This is an optimization exercise on Yosys and OpenROAD, whose aim is small area and a short achievable clock period, not a production implementation. In this exercise RTL edits were held to simulation tests only and were not proved equivalent to the original. Power and IR drop assume default switching activity.

==> flow/design.v (outline; a module is shown in full before it is edited, if it fits) <==
// module mul_fa: 10 lines
// module mul_ha: 9 lines
// module mul32_pipe: 3696 lines
module mul32_pipe (
    input  logic               clk,
    input  logic               rst_n,
    input  logic [31:0]        a,
    input  logic [31:0]        b,
    input  logic               mode,    
    output logic [31:0]        hi,
    output logic [31:0]        lo
);
  // ...
==> flow/run.sh <==
#!/bin/bash
# synth_recipe.tcl (not shown) runs the flow's synth.tcl, then flattens the netlist and writes it again
# the make line also repeats each setting of config.mk as NAME=value (left out here)
make -C /OpenROAD-flow-scripts/flow DESIGN_CONFIG=/design/flow/config.mk WORK_HOME=/design/flow/orfs CLKGATE_MAP_FILE= SYNTH_SCRIPT=/design/flow/synth_recipe.tcl finish
==> flow/config.mk <==
export PLATFORM = sky130hd
export DESIGN_NAME = mul32_pipe
export DESIGN_NICKNAME = mul32_pipe
export VERILOG_FILES = /design/flow/design.v
export SDC_FILE = /design/flow/constraint.sdc
export NUM_CORES = 4
export LEC_CHECK = 0
export ABC_AREA = 1
export CAP_MARGIN = 20
export CORE_MARGIN = 2
export CORE_UTILIZATION = 55
export PLACE_DENSITY = 0.75
export SETUP_SLACK_MARGIN = 4.4
export SLEW_MARGIN = 20
export SYNTH_HIERARCHICAL = 1
==> flow/constraint.sdc <==
create_clock -name core_clock -period 7.0 [get_ports {clk}]
set_input_delay 1.4000 -clock core_clock [delete_from_list [all_inputs] [get_ports {clk}]]
set_output_delay 1.4000 -clock core_clock [all_outputs]
set_load 0.01 [all_outputs]
==> results_dict.tcl, run 1 <==
set metrics [dict create \
    status "no timing/DRC/antenna violations" \
    clock_path_buffers 3 \
    ctsHtreeMaxLevel 3 \
    insertion_delay_ps 670 \
    drc 0 \
    crit_chain "clkinvlp_4 > o22ai_1 > xor2_1 > fa_1 > fa_1" \
    gp_congestion 0.880 \
    netlist_top_cells_area "dfxtp_1, fa_1, xor2_1" \
    power.total_mw 22.5 \
    r2r_cells 5 \
    muxShareOfSynthArea_pct 0.396 \
    top_regs "p_q x320, r2_l1 x306, r3_cs x115" \
    seq_area_share_pct 36.5 \
    viasPerCell 5.89 \
    die_h_um 273 \
    comb_power_share_pct 43.4 \
    grt_max_degree 65 \
    avgSynthCellArea_um2 11.8 \
    syn_area_mm2 0.0398 \
    report.final.slew_viol_count 0 \
    met1Wirelength_mm 37.8 \
    die_w_um 273 \
    hold_buffers 0 \
    yosys.cell_types.count 36 \
    path_depth 5 \
    final_common_cell "dfxtp_1" \
    synthTopCellsByCount "dfxtp_1, xor2_1, o22ai_1, fa_1, inv_1" \
    cts_tree "done" \
    die_area_mm2 0.0746 \
    multi_input_gates 2045 \
    worst_pin_slew_ps 863 \
    pwr-share-seq_pct 35.1 \
    bufAreaShareNonClock_pct 4.67 \
    dp.cells 4274 \
    io_pins 131 \
    track_usage_pct 27.9 \
    synth_edf_count 0 \
    drt_iter0_drc 3217 \
    place_ws_ps 3980 \
]
==> run 2, diff against run 1 <==
--- a/flow/design.v
+++ b/flow/design.v
@@ -3696,26 +3696,27 @@
     assign prod[57] = fa_p0[57] ^ fa_G117;
     assign prod[58] = fa_p0[58] ^ fa_G88;
     assign prod[59] = fa_p0[59] ^ fa_G118;
     assign prod[60] = fa_p0[60] ^ fa_G74;
     assign prod[61] = fa_p0[61] ^ fa_G119;
     assign prod[62] = fa_p0[62] ^ fa_G89;
     assign prod[63] = fa_p0[63] ^ fa_G120;
     logic [63:0] p_q [4:8];
-    logic [7:1] vld;
+    logic [2:0] run_q;
     always_ff @(posedge clk)
     begin
-        vld[1] <= rst_n;
-        for (int k = 2; k <= 7; k++)
-            vld[k] <= vld[k-1] & rst_n;
+        if (!rst_n)
+            run_q <= 3'd0;
+        else if (run_q != 3'd7)
+            run_q <= run_q + 3'd1;
     end
     always_ff @(posedge clk)
     begin
         p_q[4] <= ~prod;
         for (int k = 4+1; k <= 7; k++)
             p_q[k] <= p_q[k-1];
-        p_q[8] <= (vld[7] && rst_n) ? ~p_q[7] : 64'd0;
+        p_q[8] <= (run_q == 3'd7 && rst_n) ? ~p_q[7] : 64'd0;
     end
     assign hi = p_q[8][63:32];
     assign lo = p_q[8][31:0];
 endmodule
 `default_nettype wire
==> flow/config.mk (replaced) <==
export PLATFORM = sky130hd
export DESIGN_NAME = mul32_pipe
export DESIGN_NICKNAME = mul32_pipe
export VERILOG_FILES = /design/flow/design.v
export SDC_FILE = /design/flow/constraint.sdc
export NUM_CORES = 4
export LEC_CHECK = 0
export ABC_AREA = 1
export CAP_MARGIN = 20
export CORE_MARGIN = 2
export CORE_UTILIZATION = 40
export CTS_CLUSTER_DIAMETER = 80
export CTS_CLUSTER_SIZE = 30
export SETUP_SLACK_MARGIN = 4.6
export SLEW_MARGIN = 20
export SYNTH_HIERARCHICAL = 1
==> run 2 against run 1 <==
Compared with the run above:
- fmax is 5.5% higher
- power is 6.1% lower
- clock power down 35%
- sequential cell count fell by 4
- core utilization decreased by 18 points
- worst hold slack improved by 3.4 ps
- register-to-register slack improved by 140 ps
- count of clock-buffer cells in the layout decreased by 64
- synthesized cell count about the same
- clock skew rose by 8.6 ps
- sequential power shrank 0.5%
- sequential share of layout area grew 0.34 points
- critical endpoint is now r3_cs[55]
- largest power group unchanged
- highest routed layer unchanged
==> results_dict.tcl, run 2 <==
set metrics [dict create \
    status "no timing/DRC/antenna violations" \
    synthTopCellsByCount "dfxtp_1, xor2_1, o22ai_1, fa_1, inv_1" \
    hold_path_depth 0 \
    hold_violations 0 \
    worst_pin_slew_ps 904 \
    clock_sinks 826 \
    max_freq_mhz 398 \
    powerDensity_mw_per_mm2 466 \
    cts_buffers 44 \
    drt_wl_total_mm 107 \
    grt_pass1_wl_mm 164 \
    grt_pass1_vias 26700 \
    ys.flop_type "dfxtp_1" \
    route.met2.wl_mm 49.0 \
    fillCellCount 8964 \
    gp_congestion 0.853 \
    viasPerCell 5.32 \
    synth_warnings 8 \
    num-nets-final 4095 \
    synth_fp_nets 4063 \
    area_growth_pct 14.2 \
    rsz0062_at_grt "true" \
    drc 0 \
    met1Wirelength_mm 43.6 \
    highest_layer "met5" \
    route.vias.total 25200 \
    top_register "p_q" \
    netlist_top_cells_area "dfxtp_1, fa_1, xor2_1" \
    setup_viol 0 \
    avgSynthCellArea_um2 11.7 \
    ctsHtreeMaxLevel 2 \
    hold_buffers 0 \
    critical_path_class "flop to flop" \
    mostFrequentLayoutCells "dfxtp_1, xor2_1, o22ai_1, fa_1, inv_1" \
    grt-ovfl-total 0 \
    postSynthCellCount 3386 \
    wire_per_inst_um 22.7 \
    cp_max_fo 1 \
    leakagePower_nw 19.0 \
    setup_tns_ps 0 \
    regToRegSetupSlack_ps 4490 \
    fp-row-count 115 \
    track_usage_pct 21.0 \
    grt_max_degree 65 \
    drt_iter0_drc 1998 \
    timing.rr.end "r3_cs[55]" \
    maxCapViolCount 0 \
    r2r-start "r2_l1[131]" \
    critPathRequiredTime_ps 7520 \
    clock_path_buffers 3 \
    synth.most_common_cell "dfxtp_1" \
    arrival_ps 3030 \
    holdWs_ps 325 \
    clk_pin_slew_ps 100 \
    fp.coreArea_mm2 0.0984 \
    maxSlewHeadroom_pct 39.7 \
    yosys.cell_types.count 29 \
    synth_seq_cells 826 \
    die_h_um 319 \
    antenna_found_initial 9 \
    clockRootBuffer "clkbuf_16" \
    period_share_pct 35.9 \
    ant_nets 0 \
    die_area_mm2 0.102 \
    async_flop_share_pct 0 \
    cts_tree "done" \
    hpwl_mm 68.3 \
    min_period_ps 2510 \
    syn_area_mm2 0.0398 \
    port_buffers 130 \
    io_pins 131 \
    insertion_delay_ps 650 \
    top_regs "p_q x320, r2_l1 x306, r3_cs x115" \
    die_w_um 319 \
    wl_met3_mm 10.5 \
    crit_start "r2_l1[131]" \
    synth_edf_count 0 \
    startpoint_type "flop" \
    hold_class "flop to flop" \
    final.setup_skew_ps 40.1 \
    peakVddDrop_mv 0.259 \
    synth_top_area_share_pct 41.6 \
    r2r_cells 4 \
    largest_register_ffs 320 \
    yosysTopAreaCell "dfxtp_1" \
    crit_end "r3_cs[55]" \
    endpoint_kind "flop" \
    ys_seq_area_share_pct 41.6 \
    initial_core_util_pct 40.4 \
    drtPass1Iterations 5 \
    final_common_cell "dfxtp_1" \
    drive_gt1_share_pct 16.7 \
    report.final.slew_viol_count 0 \
]
-- run 2: changes by cell type in the layout (fill, tap and decap cells not counted), sizes merged, moves of 4 or more --
cell,before,now
buf,143,185
bufinv,13,1
clkbuf,125,50
clkdlybuf4s15,29,0
clkinvlp,26,8
dfxtp,830,826
inv,237,244
-- run 2: worst min path at each step --
stage,start,to
detailed placement,p_q[4][16],p_q[5][16]
CTS,p_q[5][47],p_q[6][47]
global placement,p_q[6][13],p_q[7][13]
floorplan,p_q[4][0],p_q[5][0]
global route,p_q[4][46],p_q[5][46]
finish,p_q[4][39],p_q[5][39]
-- run 2: modules after synthesis, one instance, submodules excluded --
| module | copies in the design | flops+latches | cell area [µm²] |
|---|---|---|---|
| mul32_pipe | 1 | 826 | 29800 |
| mul_ha | 34 | 0 | 12.5 |
| mul_fa | 476 | 0 | 20.0 |
-- run 2: what timing repair did --
item | in CTS | in global routing
pin swaps | 105 | 87
setup endpoints to repair | 350 | 262
gates resized for setup | 479 | 201
cloned | 0 | 0
endpoints found under the hold margin | 0 | 0
buffers inserted | 29 | 13
-- run 2: where the power goes --
group	leakage [nW]	internal, mW	total (mW)	switching, mW
Clock	0.761	1.35	3.13	1.78
Combinational	11.3	4.80	10.1	5.34
Sequential	6.96	6.96	7.87	0.910
Total	19.0	13.1	21.1	8.02
-- run 2: per-layer routing --
metal | GRT usage, % | vias to the layer above
met5 | 0 | -
met4 | 9.09 | 8
met3 | 6.67 | 293
met2 | 32.2 | 1206
met1 | 27.2 | 12700
li1 | - | 11100
-- run 2: kinds of logic after synthesis --
group / share of synthesized area [%]
XOR/XNOR: 12.7
AND/OR/NAND/NOR: 2.92
buffers and inverters: 4.97
adder cells (fa/ha/maj): 28.6
flip-flops: 41.6
AO/OA/AOI/OAI: 8.85
multiplexers: 0.396
-- run 2: cell type report --
class | instances | area (µm²) | area share [%]
Sequential cell | 826 | 16700 | 36.8
Clock buffer | 49 | 1160 | 2.56
Tap cell | 1287 | 1610 | 3.55
Timing Repair Buffer | 252 | 2420 | 5.34
Antenna cell | 5 | 12.5 | 0.0276
Inverter | 245 | 942 | 2.08
Multi-Input combinational cell | 2049 | 22100 | 48.6
Clock inverter | 26 | 447 | 0.984
-- run 2: stage by stage --
step | cell area [µm²] | worst slack, ps | instances | power [mW] | util [%]
floorplan | 39800 | 4630 | 3386 | 14.3 | -
global placement | 42200 | 4070 | 4617 | 17.0 | 42.9
detailed placement | 42200 | 4010 | 4617 | 17.3 | 42.9
CTS | 44600 | 4430 | 4721 | 21.1 | 45.3
global route | 45400 | 4380 | 4739 | 23.4 | 46.1
finish | 45400 | 4490 | 4739 | 21.1 | 46.1
-- run 2: critical path, stage by stage, from the launching register on --
cell and delay (ps):
dfxtp_2 350, fa_2 600, fa_2 460, fa_2 560, fa_2 420
==> run 3, diff against run 2 <==
--- a/flow/config.mk
+++ b/flow/config.mk
@@ -9,7 +9,8 @@
 export CAP_MARGIN = 20
 export CORE_MARGIN = 2
-export CORE_UTILIZATION = 40
+export CORE_UTILIZATION = 55
 export CTS_CLUSTER_DIAMETER = 80
 export CTS_CLUSTER_SIZE = 30
+export PLACE_DENSITY = 0.7
 export SETUP_SLACK_MARGIN = 4.6
 export SLEW_MARGIN = 20
==> run 3 against run 2 <==
Compared with the run above:
- combinational power about the same
- via count up 4.7%
- sequential share of layout area up 0.66 points
- non-clock buffer count down 2
- core utilization up 16 points
- synthesized area unchanged
==> results_dict.tcl, run 3 <==
set metrics [dict create \
    status "no timing/DRC/antenna violations" \
    area_growth_pct 12.4 \
    synth_fp_nets 4063 \
    fin_cells 4384 \
    dp.cells 4253 \
    synth.most_common_cell "dfxtp_1" \
    drt_iter0_drc 3094 \
    synth_seq_cells 826 \
    yosys.cell_types.count 29 \
    r2r-start "r2_l1[149]" \
    synth_top_area_share_pct 41.6 \
    worst_pin_slew_ps 815 \
    final.setup_skew_ps 28.5 \
    grt_pass1_vias 28500 \
    r2r_cells 4 \
    clockPowerShare_pct 13.6 \
    final_common_cell "dfxtp_1" \
    grt-ovfl-total 0 \
    comb_power_share_pct 47.8 \
    report.final.slew_viol_count 0 \
    leakagePower_nw 18.9 \
    wire_per_inst_um 24.0 \
    num-nets-final 4095 \
    synth_warnings 8 \
    power.total_mw 20.6 \
    ant_nets 0 \
    critPathRequiredTime_ps 7560 \
    initial_core_util_pct 55.6 \
    clock_path_buffers 3 \
    hold_path_depth 0 \
    drc 0 \
    maxCapViolCount 0 \
    maxSlewHeadroom_pct 45.7 \
    hpwl_mm 66.5 \
    hold_start "p_q[5][43]" \
    rsz0062_at_grt "true" \
    drt_wl_total_mm 105 \
    mostFrequentLayoutCells "dfxtp_1, xor2_1, o22ai_1, fa_1, inv_1" \
    viasPerCell 6.03 \
    hold_violations 0 \
    cts_tree "done" \
    port_buffers 130 \
    endpoint_kind "flop" \
    postSynthCellCount 3386 \
    drtPass1Iterations 8 \
    route.vias.total 26400 \
    timing.rr.end "r3_cs[59]" \
    syn_area_mm2 0.0398 \
    p_int_mw 12.7 \
    setup_tns_ps 0 \
    final_area_mm2 0.0447 \
    async_flop_share_pct 0 \
    gp_congestion 0.891 \
    drive_gt1_share_pct 16.5 \
    top_regs "p_q x320, r2_l1 x306, r3_cs x115" \
    fp-row-count 98 \
    netlist_top_cells_area "dfxtp_1, fa_1, xor2_1" \
    p_sw_share_pct 38.1 \
    antenna_found_initial 3 \
    fin_ws_ps 4510 \
    die_w_um 273 \
    yosysTopAreaCell "dfxtp_1" \
    synth_edf_count 0 \
    fillCellCount 5372 \
    powerDensity_mw_per_mm2 460 \
    die_h_um 273 \
    cp_max_fo 1 \
    pwr-share-seq_pct 38.6 \
    peakVddDrop_mv 0.254 \
    period_share_pct 35.5 \
    grt_pass1_wl_mm 162 \
    cts_buffers 40 \
    fin_util_pct 62.5 \
    holdWs_ps 318 \
    io_pins 131 \
    largest_register_ffs 320 \
    critical_path_class "flop to flop" \
    clockRootBuffer "clkbuf_16" \
    fp.coreArea_mm2 0.0715 \
    insertion_delay_ps 630 \
    synthTopCellsByCount "dfxtp_1, xor2_1, o22ai_1, fa_1, inv_1" \
    hold_end "p_q[6][43]" \
    die_area_mm2 0.0745 \
    startpoint_type "flop" \
    regToRegSetupSlack_ps 4510 \
    max_freq_mhz 402 \
    setup_viol 0 \
    grt_max_degree 65 \
    clk_pin_slew_ps 110 \
    min_period_ps 2490 \
    arrival_ps 3040 \
    avgSynthCellArea_um2 11.7 \
    place_ws_ps 3760 \
    top_register "p_q" \
    ys.flop_type "dfxtp_1" \
    ys_seq_area_share_pct 41.6 \
    ctsHtreeMaxLevel 2 \
    postPlaceCellArea_mm2 0.0416 \
    hold_buffers 0 \
    p_sw_mw 7.84 \
    track_usage_pct 28.2 \
    clock_sinks 826 \
    hold_class "flop to flop" \
]
[run 3: kinds of logic (layout without fill, tap and decap cells)]
logic type,count (synthesis),count (layout),share of synthesized area [%]
flops,826,826,41.6
fa+ha+maj,610,610,28.6
xor+xnor,576,576,12.7
compound gates,566,566,8.85
buf+inv,511,558,4.97
simple gates,283,283,2.92
mux,14,14,0.396
other cells,0,1,0
[run 3: layer usage]
layer	wire length, µm	track usage (%)	share of wire (%)
met1	38400	35.1	36
met2	48000	44.0	46
met3	13700	10.2	13
met4	5080	13.2	4.8
met5	60	0.578	0.057
[run 3: final cells by class]
| type | instances | area (µm²) | area share (%) |
|---|---|---|---|
| antenna | 1 | 2.50 | 0.00560 |
| inverter | 245 | 1020 | 2.28 |
| sequential | 826 | 16800 | 37.5 |
| timing repair buffer | 250 | 2410 | 5.39 |
| clock buffer | 44 | 1060 | 2.36 |
| timing repair inverter | 6 | 45.0 | 0.101 |
| multi-input combinational | 2049 | 22000 | 49.1 |
| tap | 950 | 1190 | 2.66 |
| clock inverter | 13 | 263 | 0.588 |
[run 3: modules after synthesis, one instance, submodules excluded]
module / cells inside / copies in the design / area, µm² / flip-flops and latches
mul32_pipe: 2876 / 1 / 29800 / 826
mul_fa: 1 / 476 / 20.0 / 0
mul_ha: 1 / 34 / 12.5 / 0
[run 3: critical path, stage by stage (launching register included)]
cell,delay (ps)
dfxtp_2,420
fa_1,470
fa_2,590
fa_1,430
fa_2,530
[run 3: worst max-delay path by stage]
stage                     slack (ps)  cells after the start          to        from
final                           4510                      4   r3_cs[59]  r2_l1[149]
after global placement          3840                      5   r2_l1[79]      a_q[0]
after CTS                       4410                     20  p_q[4][63]   r3_cs[48]
after global routing            4390                     18  p_q[4][63]   r3_cs[45]
after detailed placement        3760                      5   r2_l1[79]      a_q[0]
after floorplan                 4630                      4   r3_cs[63]  r2_l1[164]
[run 3: power groups by stage]
stage,Sequential [mW],Combinational [mW],Clock [mW]
floorplan,7.56,6.71,0
global placement,7.87,8.96,0
detailed placement,7.93,9.35,0
CTS,7.91,9.66,2.87
global route,8.12,11.5,3.04
finish,7.94,9.84,2.81
[run 3: timing repair]
item | 4_1_cts | 5_1_grt
endpoints found under the hold margin | 0 | 0
setup endpoints to repair | 365 | 290
gates resized for setup | 470 | 192
pin swaps | 110 | 102
gates cloned | 6 | 0
setup buffers | 47 | 20
==> run 4, diff against run 3 <==
--- a/flow/config.mk
+++ b/flow/config.mk
@@ -13,5 +13,5 @@
 export CTS_CLUSTER_SIZE = 30
 export PLACE_DENSITY = 0.7
-export SETUP_SLACK_MARGIN = 4.6
+export SETUP_SLACK_MARGIN = 4.75
 export SLEW_MARGIN = 20
 export SYNTH_HIERARCHICAL = 1
==> run 4 against run 3 <==
Compared with the run above:
- sequential share of layout area is 4.2 points lower
- first-iteration DRC count is 42% higher
- still clean
- routed wire length is 21% higher
- synthesized area stayed put
- sequential cell count stayed put
- die area stayed put
- critical path type unchanged
- design area is 13% higher
- via count is 8.8% higher
- clock skew is 5.4 ps higher
- critical endpoint is now r2_l1[50]
==> results_dict.tcl, run 4 <==
set metrics [dict create \
    fillCellCount 4334 \
    crit_chain "clkinvlp_4 > buf_12 > o22ai_1 > xor2_1 > fa_1 > fa_2" \
    route.vias.total 28800 \
    synth_edf_count 0 \
    top_register "p_q" \
    antenna_found_initial 2 \
    cts_buffers 40 \
    grt_pass1_wl_mm 168 \
    synth_seq_cells 826 \
    maxSlewHeadroom_pct 54.8 \
    holdWs_ps 328 \
    num-nets-final 4213 \
    viasPerCell 6.38 \
    setup_viol 0 \
    gp_congestion 0.911 \
    drc 0 \
    cp_max_fo 8 \
    yosys.cell_types.count 29 \
    die_area_mm2 0.0745 \
    slowest_delay_ps 630 \
    avgSynthCellArea_um2 11.7 \
    fp.coreArea_mm2 0.0715 \
    synth.most_common_cell "dfxtp_1" \
    clk_pin_slew_ps 110 \
    synth_top_area_share_pct 41.6 \
    largest_register_ffs 320 \
    crit_end "r2_l1[50]" \
    io_pins 131 \
    fp-row-count 98 \
    critPathRequiredTime_ps 7580 \
    ant_nets 0 \
    period_share_pct 39.5 \
    synthTopCellsByCount "dfxtp_1, xor2_1, o22ai_1, fa_1, inv_1" \
    fin_ws_ps 4230 \
    cp_slowest_cell "fa_1" \
    drtPass1Iterations 10 \
    fin_cells 4505 \
    r2r_cells 6 \
    leakagePower_nw 20.4 \
    cp_top_family "adder cells" \
    ys_seq_area_share_pct 41.6 \
    max_freq_mhz 361 \
    maxCapViolCount 0 \
    clock_sinks 826 \
    die_w_um 273 \
    area_growth_pct 27.0 \
    clock_path_buffers 3 \
    crit_buf_inv 2 \
    timing.rr.end "r2_l1[50]" \
    cts_tree "done" \
    synth_warnings 8 \
    mostFrequentLayoutCells "dfxtp_1, xor2_1, fa_1, o22ai_1, inv_1" \
    startpoint_type "flop" \
    postPlaceCellArea_mm2 0.0417 \
    postSynthCellCount 3386 \
    drt_wl_total_mm 127 \
    critical_path_class "flop to flop" \
    synth_fp_nets 4063 \
    setup_tns_ps 0 \
    wire_per_inst_um 28.3 \
    port_buffers 130 \
    dp.cells 4254 \
    yosysTopAreaCell "dfxtp_1" \
    drive_gt1_share_pct 34.2 \
    syn_area_mm2 0.0398 \
    path_depth 6 \
    ys.flop_type "dfxtp_1" \
    endpoint_kind "flop" \
    report.final.slew_viol_count 0 \
    hold_class "flop to flop" \
    ctsHtreeMaxLevel 2 \
    die_h_um 273 \
    clockRootBuffer "clkbuf_16" \
    async_flop_share_pct 0 \
    final.setup_skew_ps 33.8 \
    hold_violations 0 \
    powerDensity_mw_per_mm2 444 \
    grt_max_degree 65 \
    status "no timing/DRC/antenna violations" \
    place_ws_ps 3750 \
    drt_iter0_drc 4401 \
    min_period_ps 2770 \
    peakVddDrop_mv 0.279 \
    final_common_cell "dfxtp_1" \
    crit_start "a_q[17]" \
    final_area_mm2 0.0505 \
    worst_pin_slew_ps 678 \
    initial_core_util_pct 55.6 \
    insertion_delay_ps 660 \
    netlist_top_cells_area "dfxtp_1, fa_1, xor2_1" \
    r2r-start "a_q[17]" \
    grt-ovfl-total 0 \
    regToRegSetupSlack_ps 4230 \
    top_regs "p_q x320, r2_l1 x306, r3_cs x115" \
    rsz0062_at_grt "true" \
    hpwl_mm 66.4 \
    grt_pass1_vias 28900 \
    power.total_mw 22.4 \
    track_usage_pct 29.6 \
    fin_util_pct 70.7 \
    arrival_ps 3340 \
]
-- run 4: how the worst min path moves through the flow --
stage	start	end	slack, ps	cells after the start
CTS	p_q[4][52]	p_q[5][52]	330	0
detailed placement	p_q[4][27]	p_q[5][27]	310	0
finish	p_q[4][52]	p_q[5][52]	330	0
global placement	p_q[6][17]	p_q[7][17]	310	0
global route	r2_l1[1]	r3_cs[1]	340	0
floorplan	p_q[4][0]	p_q[5][0]	310	0
-- run 4: worst reg2reg max path, delay by kind of cell, from the launching register on --
kind	cells	cell delay, ps
DFF	1	390
AOI/OAI and AO/OA	1	210
buffers and inverters	2	580
adders and majority gates	2	1240
xor gates and xnor gates	1	280
-- run 4: per-module statistics from Yosys (local to each module, per instance) --
module	flip-flops and latches	area [µm²]	cells inside
mul32_pipe	826	29800	2876
mul_fa	0	20.0	1
mul_ha	0	12.5	1
-- run 4: what timing repair did --
| item | 4_1_cts | 5_1_grt |
|---|---|---|
| hold buffers | 0 | 0 |
| setup buffers | 87 | 66 |
| gates resized for setup | 832 | 653 |
| gates cloned | 13 | 24 |
| endpoints found under the setup margin | 428 | 326 |
| pin swaps | 184 | 339 |
-- run 4: area by class of cell --
type / instances / area [µm²] / area share [%]
multi-input combinational: 2049 / 25500 / 50.6
sequential: 826 / 16800 / 33.3
timing repair buffer: 369 / 4490 / 8.89
tap: 950 / 1190 / 2.35
inverter: 245 / 1110 / 2.20
clock buffer: 42 / 1030 / 2.04
clock inverter: 18 / 268 / 0.530
timing repair inverter: 5 / 37.5 / 0.0743
antenna: 1 / 2.50 / 0.00495
-- run 4: kinds of logic (layout without fill, tap and decap cells) --
kind of cell | count (synthesis) | after routing | share of synthesized area (%)
other | 0 | 1 | 0
AND/OR/NAND/NOR | 283 | 283 | 2.92
multiplexers | 14 | 14 | 0.396
flip-flops | 826 | 826 | 41.6
buffers and inverters | 511 | 679 | 4.97
adder cells (fa/ha/maj) | 610 | 610 | 28.6
XOR/XNOR | 576 | 576 | 12.7
AO/OA/AOI/OAI | 566 | 566 | 8.85
-- run 4: metal layers --
metal	wire length (µm)	vias to the layer above	global-route usage (%)	part of all wire [%]
li1	-	11200	-	-
met1	42800	14000	36.9	34
met2	54600	2514	45.6	43
met3	18600	1052	10.5	15
met4	11200	6	15.0	8.8
met5	159	-	0	0.12
-- run 4: report_power, final --
part / switching [mW] / leakage (nW) / internal, mW
clock: 1.68 / 0.633 / 1.15
sequential: 1.03 / 6.96 / 6.98
combinational: 6.02 / 12.8 / 5.54
total: 8.73 / 20.4 / 13.7
==> run 5, diff against run 4 <==
--- a/flow/config.mk
+++ b/flow/config.mk
@@ -13,5 +13,5 @@
 export CTS_CLUSTER_SIZE = 30
 export PLACE_DENSITY = 0.7
-export SETUP_SLACK_MARGIN = 4.75
+export SETUP_SLACK_MARGIN = 4.5
 export SLEW_MARGIN = 20
 export SYNTH_HIERARCHICAL = 1
==> run 5 against run 4 <==
Compared with the run above:
- sequential share of layout area increased by 4.1 points
- non-clock buffer count is 113 lower
- power down 8.4%
- die area unchanged
- design area is 12% lower
- highest routed layer unchanged
- routed wire length is 19% lower
- worst setup slack better by 200 ps
- first-iteration DRC count fell by 31%
- largest power group unchanged
==> results_dict.tcl, run 5 <==
set metrics [dict create \
    wire_per_inst_um 23.5 \
    crit_top_cell "buf_6" \
    viasPerCell 5.97 \
    track_usage_pct 27.5 \
    fp.coreArea_mm2 0.0715 \
    port_buffers 130 \
    cp_max_fo 2 \
    cp_top_family "adder cells" \
    synth_top_area_share_pct 41.6 \
    drive_gt1_share_pct 14.7 \
    area_growth_pct 12.2 \
    critical_path_class "flop to flop" \
    async_flop_share_pct 0 \
    powerDensity_mw_per_mm2 460 \
    rsz0062_at_grt "true" \
    fin_ws_ps 4440 \
    hpwl_mm 66.1 \
    drt_wl_total_mm 103 \
    report.final.slew_viol_count 0 \
    dp.cells 4251 \
    mostFrequentLayoutCells "dfxtp_1, xor2_1, o22ai_1, fa_1, inv_1" \
    syn_area_mm2 0.0398 \
    yosysTopAreaCell "dfxtp_1" \
    setup_tns_ps 0 \
    ctsHtreeMaxLevel 2 \
    grt_pass1_vias 27800 \
    fp-row-count 98 \
    crit_chain "ha_4 > ha_4 > nand3_4 > nor3_4 > buf_4 > buf_6 > buf_6 > buf_6 > buf_6 > inv_4 > nor2_4 > nor2_2 > o211a_1 > fa_2 > xor2_2" \
    crit_buf_inv 6 \
    status "no timing/DRC/antenna violations" \
    postPlaceCellArea_mm2 0.0416 \
    io_pins 131 \
    fin_cells 4401 \
    clock_sinks 826 \
    maxSlewHeadroom_pct 46.0 \
    grt-ovfl-total 0 \
    drc 0 \
    postSynthCellCount 3386 \
    initial_core_util_pct 55.6 \
    avgSynthCellArea_um2 11.7 \
    slowest_delay_ps 380 \
    setup_viol 0 \
    synth_seq_cells 826 \
    leakagePower_nw 19.0 \
    largest_register_ffs 320 \
    peakVddDrop_mv 0.224 \
    use_met2_pct 43.1 \
    antenna_found_initial 2 \
    clockRootBuffer "clkbuf_16" \
    die_area_mm2 0.0745 \
    maxCapViolCount 0 \
    ys_seq_area_share_pct 41.6 \
    grt_max_degree 65 \
    synth_fp_nets 4063 \
    final.setup_skew_ps 41.0 \
    grt_pass1_wl_mm 157 \
    place_ws_ps 3740 \
    endpoint_kind "flop" \
    min_period_ps 2560 \
    final_common_cell "dfxtp_1" \
    num-nets-final 4105 \
    yosys.cell_types.count 29 \
    die_h_um 273 \
    drt_iter0_drc 3035 \
    die_w_um 273 \
    synth_edf_count 0 \
    hold_violations 0 \
    synthTopCellsByCount "dfxtp_1, xor2_1, o22ai_1, fa_1, inv_1" \
    cts_tree "done" \
    drtPass1Iterations 6 \
    globalRouteMet3Util_pct 8.29 \
    synth.most_common_cell "dfxtp_1" \
    netlist_top_cells_area "dfxtp_1, fa_1, xor2_1" \
    startpoint_type "flop" \
    top_register "p_q" \
    period_share_pct 36.6 \
    top_regs "p_q x320, r2_l1 x306, r3_cs x115" \
    max_freq_mhz 390 \
    ant_nets 0 \
    clock_path_buffers 3 \
    ys.flop_type "dfxtp_1" \
    gp_congestion 0.900 \
    synth_warnings 8 \
    cp_slowest_cell "fa_2" \
    worst_pin_slew_ps 810 \
    arrival_ps 3080 \
    final_area_mm2 0.0446 \
    route.vias.total 26300 \
    hold_class "flop to flop" \
    met1_usage_pct 35.2 \
    cts_buffers 42 \
    critPathRequiredTime_ps 7520 \
    regToRegSetupSlack_ps 4440 \
    clk_pin_slew_ps 110 \
    insertion_delay_ps 640 \
    busiest_layer "met2" \
]
run 5: cell types whose count changed in the layout (fill, tap and decap cells not counted), sizes merged:
cell,delta
clkinvlp,-4
buf,-94
clkbuf,-16
inv,+9
clkinv,+1
run 5: power breakdown:
part           total, mW  leakage, nW  internal, mW  switching (mW)
Combinational       9.65         11.3          4.49            5.16
Sequential          7.92         6.96          6.95           0.967
Clock               2.96        0.707          1.27            1.69
Total               20.5         19.0          12.7            7.81
run 5: cell families (layout without fill, tap and decap cells):
kind of cell / Yosys count / count (layout) / synth area share [%]
AOI/OAI and AO/OA: 566 / 566 / 8.85
xor gates and xnor gates: 576 / 576 / 12.7
adders and majority gates: 610 / 610 / 28.6
buffers and inverters: 511 / 575 / 4.97
DFF: 826 / 826 / 41.6
muxes: 14 / 14 / 0.396
other: 0 / 1 / 0
and+or+nand+nor: 283 / 283 / 2.92
run 5: area by class of cell:
cell class | count | area [µm²]
Antenna cell | 1 | 2.50
Clock buffer | 45 | 1130
Clock inverter | 21 | 342
Fill cell | 5371 | 26900
Inverter | 245 | 1020
Multi-Input combinational cell | 2049 | 21800
Sequential cell | 826 | 16700
Tap cell | 950 | 1190
Timing Repair Buffer | 256 | 2390
Timing Repair inverter | 8 | 57.6
run 5: layer usage:
metal	routed length [µm]	up-vias	share of wire (%)
met3	12600	471	12
met5	13	-	0.013
met4	5040	2	4.9
li1	-	11100	-
met1	38700	12900	37
met2	47100	1880	46
run 5: stage by stage:
stage               hold WS, ps  utilization [%]  total power [mW]
CTS                         333             61.2              20.6
global placement            310             58.2              16.9
detailed placement          312             58.2              17.3
global route                340             62.4              22.6
finish                      328             62.4              20.5
floorplan                   310                -              14.3
run 5: Yosys stat by module, one instance, submodules excluded:
module,cells inside,flops+latches
mul32_pipe,2876,826
mul_fa,1,0
mul_ha,1,0
run 5: worst reg2reg max path, cell delays in order, from the launching register on:
cell and delay, ps:
dfxtp_2 360, ha_4 140, ha_4 140, nand3_4 100, nor3_4 190, buf_4 160, buf_6 90, buf_6 90
buf_6 80, buf_6 90, inv_4 40, nor2_4 90, nor2_2 50, o211a_1 260, fa_2 380, xor2_2 200
run 5: worst paths after layout:
check	startpoint	endpoint	cells past startpoint
worst min register to register	p_q[6][28]	p_q[7][28]	0
worst max-delay path	r3_cs[1]	p_q[4][15]	15
worst min-delay path	p_q[6][28]	p_q[7][28]	0
worst max register to register	r3_cs[1]	p_q[4][15]	15
run 5: repair_timing:
item | CTS | global route
endpoints found under the setup margin | 323 | 227
hold buffers | 0 | 0
cloned | 7 | 4
pin swaps | 32 | 83
setup buffers | 42 | 30
resized for setup | 394 | 174
==> run 6, diff against run 5 <==
--- a/flow/config.mk
+++ b/flow/config.mk
@@ -9,9 +9,9 @@
 export CAP_MARGIN = 20
 export CORE_MARGIN = 2
-export CORE_UTILIZATION = 55
+export CORE_UTILIZATION = 65
 export CTS_CLUSTER_DIAMETER = 80
 export CTS_CLUSTER_SIZE = 30
-export PLACE_DENSITY = 0.7
-export SETUP_SLACK_MARGIN = 4.5
+export PLACE_DENSITY = 0.8
+export SETUP_SLACK_MARGIN = 4.6
 export SLEW_MARGIN = 20
 export SYNTH_HIERARCHICAL = 1
==> run 6 against run 5 <==
Compared with the run above:
- synthesized area unchanged
- worst hold slack worse by 4.2 ps
- power up 4.2%
- critical path depth up 2
- highest routed layer unchanged
- synthesized cell count unchanged
- register-to-register slack about the same
- largest cell class unchanged
==> results_dict.tcl, run 6 <==
set metrics [dict create \
    status "no timing/DRC/antenna violations" \
    power.total_mw 21.4 \
    grt_pass1_wl_mm 167 \
    drt_iter0_drc 4143 \
    worst_pin_slew_ps 832 \
    yosys.cell_types.count 29 \
    maxCapViolCount 0 \
    fp-row-count 90 \
    ctsHtreeMaxLevel 2 \
    ant_nets 0 \
    final.setup_skew_ps 42.6 \
    hold_start "p_q[6][47]" \
    ys.flop_type "dfxtp_1" \
    yosysTopAreaCell "dfxtp_1" \
    clock_sinks 826 \
    postPlaceCellArea_mm2 0.0414 \
    hpwl_mm 66.0 \
    ys_seq_area_share_pct 41.6 \
    final_area_mm2 0.0454 \
    mostFrequentLayoutCells "dfxtp_1, xor2_1, o22ai_1, fa_1, inv_1" \
    peakVddDrop_mv 0.311 \
    drive_gt1_share_pct 19.8 \
    synth_seq_cells 826 \
    endpoint_kind "flop" \
    io_pins 131 \
    route.vias.total 28100 \
    grt-ovfl-total 0 \
    hold_end "p_q[7][47]" \
    powerDensity_mw_per_mm2 471 \
    drc 0 \
    setup_tns_ps 0 \
    area_growth_pct 14.3 \
    synth.most_common_cell "dfxtp_1" \
    insertion_delay_ps 640 \
    die_area_mm2 0.0632 \
    fillCellCount 3564 \
    timing.rr.end "p_q[4][47]" \
    largest_register_ffs 320 \
    num-nets-final 4149 \
    synth_fp_nets 4063 \
    wire_per_inst_um 25.9 \
    port_buffers 130 \
    syn_area_mm2 0.0398 \
    dp.cells 4077 \
    top_regs "p_q x320, r2_l1 x306, r3_cs x115" \
    fin_cells 4276 \
    critical_path_class "flop to flop" \
    synth_warnings 8 \
    hold_class "flop to flop" \
    min_period_ps 2570 \
    clk_pin_slew_ps 110 \
    hold_path_depth 0 \
    drt_wl_total_mm 111 \
    multiInputGateArea_mm2 0.0222 \
    viasPerCell 6.56 \
    final_common_cell "dfxtp_1" \
    clockRootBuffer "clkbuf_16" \
    period_share_pct 36.8 \
    synthTopCellsByCount "dfxtp_1, xor2_1, o22ai_1, fa_1, inv_1" \
    r2r-start "r3_cs[20]" \
    synth_top_area_share_pct 41.6 \
    postSynthCellCount 3386 \
    max_freq_mhz 389 \
    clock_path_buffers 3 \
    startpoint_type "flop" \
    die_h_um 251 \
    track_usage_pct 34.7 \
    die_w_um 251 \
    gp_congestion 0.943 \
    grt_max_degree 65 \
    drtPass1Iterations 14 \
    synth_edf_count 0 \
    setup_viol 0 \
    netlist_top_cells_area "dfxtp_1, fa_1, xor2_1" \
    cp_max_fo 5 \
    grt_pass1_vias 29400 \
    report.final.slew_viol_count 0 \
    rsz0062_at_grt "true" \
    critPathRequiredTime_ps 7510 \
    r2r_cells 17 \
    antenna_found_initial 2 \
    initial_core_util_pct 65.8 \
    regArea_mm2 0.0168 \
    avgSynthCellArea_um2 11.7 \
    fp.coreArea_mm2 0.0605 \
    async_flop_share_pct 0 \
    arrival_ps 3080 \
    cts_tree "done" \
    leakagePower_nw 19.2 \
    regToRegSetupSlack_ps 4430 \
    hold_violations 0 \
    top_register "p_q" \
    maxSlewHeadroom_pct 44.5 \
    cts_buffers 40 \
]
==> run 6: logic make-up (layout without fill, tap and decap cells) <==
group	count (synthesis)	after routing	synth area share, %
buf+inv	511	617	4.97
compound gates	566	566	8.85
xor+xnor	576	576	12.7
flops	826	826	41.6
simple gates	283	283	2.92
fa+ha+maj	610	610	28.6
mux	14	14	0.396
other cells	0	2	0
==> run 6: power by group <==
part | total (mW) | switching (mW) | internal (mW)
sequential | 8.01 | 1.03 | 6.98
combinational | 10.5 | 5.60 | 4.93
clock | 2.84 | 1.63 | 1.22
==> run 6: critical path, cell delays in order (launching register included) <==
cell,delay (ps)
dfxtp_2,340
ha_4,280
nand2_2,80
nor2_4,110
inv_1,50
nor2_2,90
nand2_2,100
nand3_4,180
nand2_4,90
nand2_8,130
buf_4,130
nand2_2,40
nand2_2,80
nand2_1,70
nand2_2,100
a31oi_2,100
fa_2,350
xor2_1,140
==> run 6: cell type report <==
class                   count  area share, %
flip-flops and latches    826           37.0
clock inverters            18          0.672
repair buffers            294           6.30
inverters                 245           2.31
clock buffers              44           2.35
repair inverters           16          0.264
well taps                 782           2.15
multi-input cells        2049           49.0
diodes                      2         0.0110
==> run 6: worst max path at each step <==
stage                           from          to  slack [ps]  depth (start not counted)
after floorplan           r2_l1[164]   r3_cs[63]        4630                          4
after global placement        a_q[0]   r2_l1[79]        3890                          5
after detailed placement      a_q[0]   r2_l1[79]        3840                          5
after CTS                   r3_cs[1]  p_q[4][63]        4400                         19
after global routing       r3_cs[20]  p_q[4][63]        4310                         20
final                      r3_cs[20]  p_q[4][47]        4430                         17
==> run 6: what timing repair did <==
action | CTS | global route
endpoints found under the setup margin | 374 | 286
hold buffers | 0 | 0
buffers inserted | 96 | 20
gates cloned | 16 | 3
pin swaps | 102 | 102
resized for setup | 538 | 201
==> run 6: layer usage <==
metal	up-vias	wire [µm]	track usage (%)
met3	941	16100	14.1
met5	-	80	0
li1	11100	-	-
met4	4	8790	19.6
met2	2498	48500	53.0
met1	13500	37400	41.9
==> run 6: metrics by stage <==
stage	hold WS [ps]	util, %	worst slack [ps]
after floorplan	310	-	4630
after global placement	310	68.3	3890
after detailed placement	312	68.5	3840
after CTS	332	73.5	4400
after global routing	331	75.1	4310
final	324	75.2	4430
==> run 6: per-module statistics from Yosys (local to each module, per instance) <==
| module | flops+latches | cell area (µm²) | cells | times used |
|---|---|---|---|---|
| mul32_pipe | 826 | 29800 | 2876 | 1 |
| mul_ha | 0 | 12.5 | 1 | 34 |
| mul_fa | 0 | 20.0 | 1 | 476 |
==> run 7, diff against run 6 <==
==> flow/flow/run.sh (new file) <==
#!/bin/bash
# Own flow: the standard layout (standard.sh, unchanged synthesis and
# steps), with the port buffers that placement inserts made plain buf_2
# cells instead of the delay-buffer cells buffer_ports picks by default.
# Repair still resizes them where timing needs it.
set -euo pipefail
cd "$(dirname "$0")/.."
export BUFFER_PORTS_ARGS="-buffer_cell sky130_fd_sc_hd__buf_2"
bash standard.sh finish > standard.log 2>&1
==> flow/standard.sh (new file) <==
#!/bin/bash
# synth_recipe.tcl (not shown) runs the flow's synth.tcl, then flattens the netlist and writes it again
# the make line also repeats each setting of config.mk as NAME=value (left out here)
make -C /OpenROAD-flow-scripts/flow DESIGN_CONFIG=/design/flow/config.mk WORK_HOME=/design/flow/orfs CLKGATE_MAP_FILE= SYNTH_SCRIPT=/design/flow/synth_recipe.tcl "${@:-finish}"
--- a/flow/config.mk
+++ b/flow/config.mk
@@ -9,8 +9,8 @@
 export CAP_MARGIN = 20
 export CORE_MARGIN = 2
-export CORE_UTILIZATION = 65
+export CORE_UTILIZATION = 55
 export CTS_CLUSTER_DIAMETER = 80
 export CTS_CLUSTER_SIZE = 30
-export PLACE_DENSITY = 0.8
+export PLACE_DENSITY = 0.7
 export SETUP_SLACK_MARGIN = 4.6
 export SLEW_MARGIN = 20
removed: flow/run.sh
==> run 7 against run 6 <==
Compared with the run above:
- design area shrank 2.0%
- sequential cell count is the same
- first-iteration DRC count shrank 19%
- synthesized cell count is the same
- power shrank 0.57%
- register-to-register slack gained 50 ps
- clock skew grew 4.7 ps
- worst setup slack gained 47 ps
- worst hold slack lost 4.5 ps
- sequential power shrank 1%
- combinational power is essentially flat
==> results_dict.tcl, run 7 <==
set metrics [dict create \
    timing.rr.end "r3_cs[59]" \
    route.met2.wl_mm 49.2 \
    period_share_pct 36.1 \
    drc 0 \
    max_freq_mhz 396 \
    clk_pin_slew_ps 100 \
    critPathRequiredTime_ps 7510 \
    hold_violations 0 \
    endpoint_kind "flop" \
    final.setup_skew_ps 47.3 \
    postPlaceCellArea_mm2 0.0411 \
    holdWs_ps 320 \
    regToRegSetupSlack_ps 4470 \
    crit_start "r2_l1[153]" \
    final_common_cell "dfxtp_1" \
    synth_seq_cells 826 \
    worst_pin_slew_ps 826 \
    top_register "p_q" \
    synth.most_common_cell "dfxtp_1" \
    netlist_top_cells_area "dfxtp_1, fa_1, xor2_1" \
    top_regs "p_q x320, r2_l1 x306, r3_cs x115" \
    power.total_mw 21.3 \
    yosys.cell_types.count 29 \
    fp.coreArea_mm2 0.0715 \
    maxSlewHeadroom_pct 44.9 \
    io_pins 131 \
    grt_pass1_vias 28800 \
    antenna_found_initial 12 \
    cts_buffers 43 \
    cts_tree "done" \
    report.final.slew_viol_count 0 \
    async_flop_share_pct 0 \
    arrival_ps 3030 \
    synth_warnings 8 \
    setup_viol 0 \
    synth_top_area_share_pct 41.6 \
    clock_sinks 826 \
    hold_start "p_q[5][27]" \
    mostFrequentLayoutCells "dfxtp_1, xor2_1, o22ai_1, fa_1, inv_1" \
    synth_fp_nets 4063 \
    fin_ws_ps 4470 \
    cp_max_fo 1 \
    highest_layer "met5" \
    fillCellCount 5392 \
    ys_seq_area_share_pct 41.6 \
    wl_met3_mm 14.4 \
    leakagePower_nw 19.0 \
    powerDensity_mw_per_mm2 477 \
    ys.flop_type "dfxtp_1" \
    clockRootBuffer "clkbuf_16" \
    grt_pass1_wl_mm 168 \
    die_h_um 273 \
    route.vias.total 26800 \
    initial_core_util_pct 55.6 \
    postSynthCellCount 3386 \
    insertion_delay_ps 650 \
    grt-ovfl-total 0 \
    maxCapViolCount 0 \
    area_growth_pct 12.0 \
    clock_path_buffers 3 \
    wire_per_inst_um 25.4 \
    viasPerCell 6.10 \
    ant_nets 0 \
    die_w_um 273 \
    synth_edf_count 0 \
    drt_wl_total_mm 111 \
    status "no timing/DRC/antenna violations" \
    drt_iter0_drc 3372 \
    setup_tns_ps 0 \
    hold_path_depth 0 \
    fin_cells 4389 \
    peakVddDrop_mv 0.293 \
    drtPass1Iterations 7 \
    r2r_cells 4 \
    avgSynthCellArea_um2 11.7 \
    critical_path_class "flop to flop" \
    gp_congestion 0.921 \
    hold_class "flop to flop" \
    min_period_ps 2530 \
    hold_end "p_q[6][27]" \
    ctsHtreeMaxLevel 2 \
    num-nets-final 4092 \
    r2r-start "r2_l1[153]" \
    hpwl_mm 68.7 \
    syn_area_mm2 0.0398 \
    drive_gt1_share_pct 18.6 \
    yosysTopAreaCell "dfxtp_1" \
    synthTopCellsByCount "dfxtp_1, xor2_1, o22ai_1, fa_1, inv_1" \
    dp.cells 4272 \
    largest_register_ffs 320 \
    fin_util_pct 62.3 \
    startpoint_type "flop" \
    final_area_mm2 0.0446 \
    place_ws_ps 4010 \
    rsz0062_at_grt "true" \
    track_usage_pct 29.7 \
    die_area_mm2 0.0745 \
    fp-row-count 98 \
    grt_max_degree 65 \
    met1Wirelength_mm 41.3 \
    port_buffers 130 \
]
==> run 7: critical path, stage by stage (launching register included) <==
cell	delay, ps
dfxtp_4	380
fa_2	590
fa_2	460
fa_1	540
fa_2	430
==> run 7: cell type report <==
| type | count | area (µm²) | area share, % |
|---|---|---|---|
| Antenna cell | 2 | 5.00 | 0.0112 |
| Clock inverter | 19 | 403 | 0.904 |
| Inverter | 245 | 961 | 2.16 |
| Timing Repair Buffer | 250 | 1970 | 4.42 |
| Clock buffer | 48 | 1150 | 2.58 |
| Multi-Input combinational cell | 2049 | 22200 | 49.7 |
| Sequential cell | 826 | 16700 | 37.5 |
| Tap cell | 950 | 1190 | 2.67 |
==> run 7: cells by family (layout without fill, tap and decap cells) <==
logic type	after synthesis	in the layout	share of synthesized area, %
AOI/OAI and AO/OA	566	566	8.85
xor gates and xnor gates	576	576	12.7
adders and majority gates	610	610	28.6
buffers and inverters	511	562	4.97
DFF	826	826	41.6
muxes	14	14	0.396
other	0	2	0
and+or+nand+nor	283	283	2.92
==> run 7: worst max path at each step <==
stage,slack [ps],depth (start not counted),endpoint
after floorplan,4630,4,r3_cs[63]
after global placement,3980,5,r2_l1[79]
after detailed placement,4010,5,r2_l1[79]
after CTS,4460,20,p_q[4][63]
after global routing,4380,15,p_q[4][38]
final,4470,4,r3_cs[59]
==> run 7: timing repair <==
action,CTS,global route
hold buffers,0,0
setup buffers,23,25
endpoints found under the setup margin,328,265
pin swaps,95,105
gates resized for setup,161,265
==> run 7: modules after synthesis (local to each module, per instance) <==
module      area (µm²)  flops+latches  times used  cells
mul32_pipe       29800            826           1   2876
mul_fa            20.0              0         476      1
mul_ha            12.5              0          34      1
==> run 7: per-layer routing <==
metal | vias to the layer above | GRT usage, %
li1 | 11000 | -
met1 | 13100 | 37.9
met2 | 2034 | 44.9
met3 | 618 | 10.6
met4 | 20 | 14.8
met5 | - | 0.513
==> run 7: report_power, final <==
group	total (mW)	switching, mW	internal [mW]	leakage [nW]
Combinational	10.3	5.49	4.81	11.3
Clock	3.06	1.73	1.33	0.735
Sequential	7.91	0.942	6.96	6.95

==> re-timing with driven ports <==
How much do the figures lean on ideal ports? The routed layouts below were timed once more, with nothing changed but the port constraints.
Step 1 sets driving cells, clkbuf_16 on the clock port and buf_2 on the other inputs (assumed; they add their load-dependent delay and slew).
Step 2 times the ports against the registers' clock, not the clock port: input delays grow and output delays shrink by t, the midpoint of the rising clock arrivals with the driver on.
Three values: ideal, step 1, step 2; two values: the first two.
run	t, ns	setup WS [ns]	hold WS [ns]	cell pins on the clock port's net
run 1	0.718	4.348 / 4.348 / 3.965	0.322 / 0.322 / 0.322	1
run 2	0.698	4.487 / 4.422 / 4.110	0.325 / 0.325 / 0.325	1
run 3	0.680	4.514 / 4.452 / 4.061	0.318 / 0.318 / 0.318	1
run 4	0.705	4.233 / 4.233 / 4.233	0.328 / 0.328 / 0.328	1
run 5	0.683	4.436 / 4.436 / 4.034	0.328 / 0.328 / 0.328	1
run 6	0.684	4.426 / 4.426 / 4.092	0.324 / 0.324 / 0.324	1
run 7	0.690	4.473 / 4.433 / 4.443	0.320 / 0.320 / 0.320	1
After both steps every run listed still meets setup and hold. The setup slack of run 3, which loses most, moves by -0.062 ns with the drivers and by -0.453 ns with both steps.
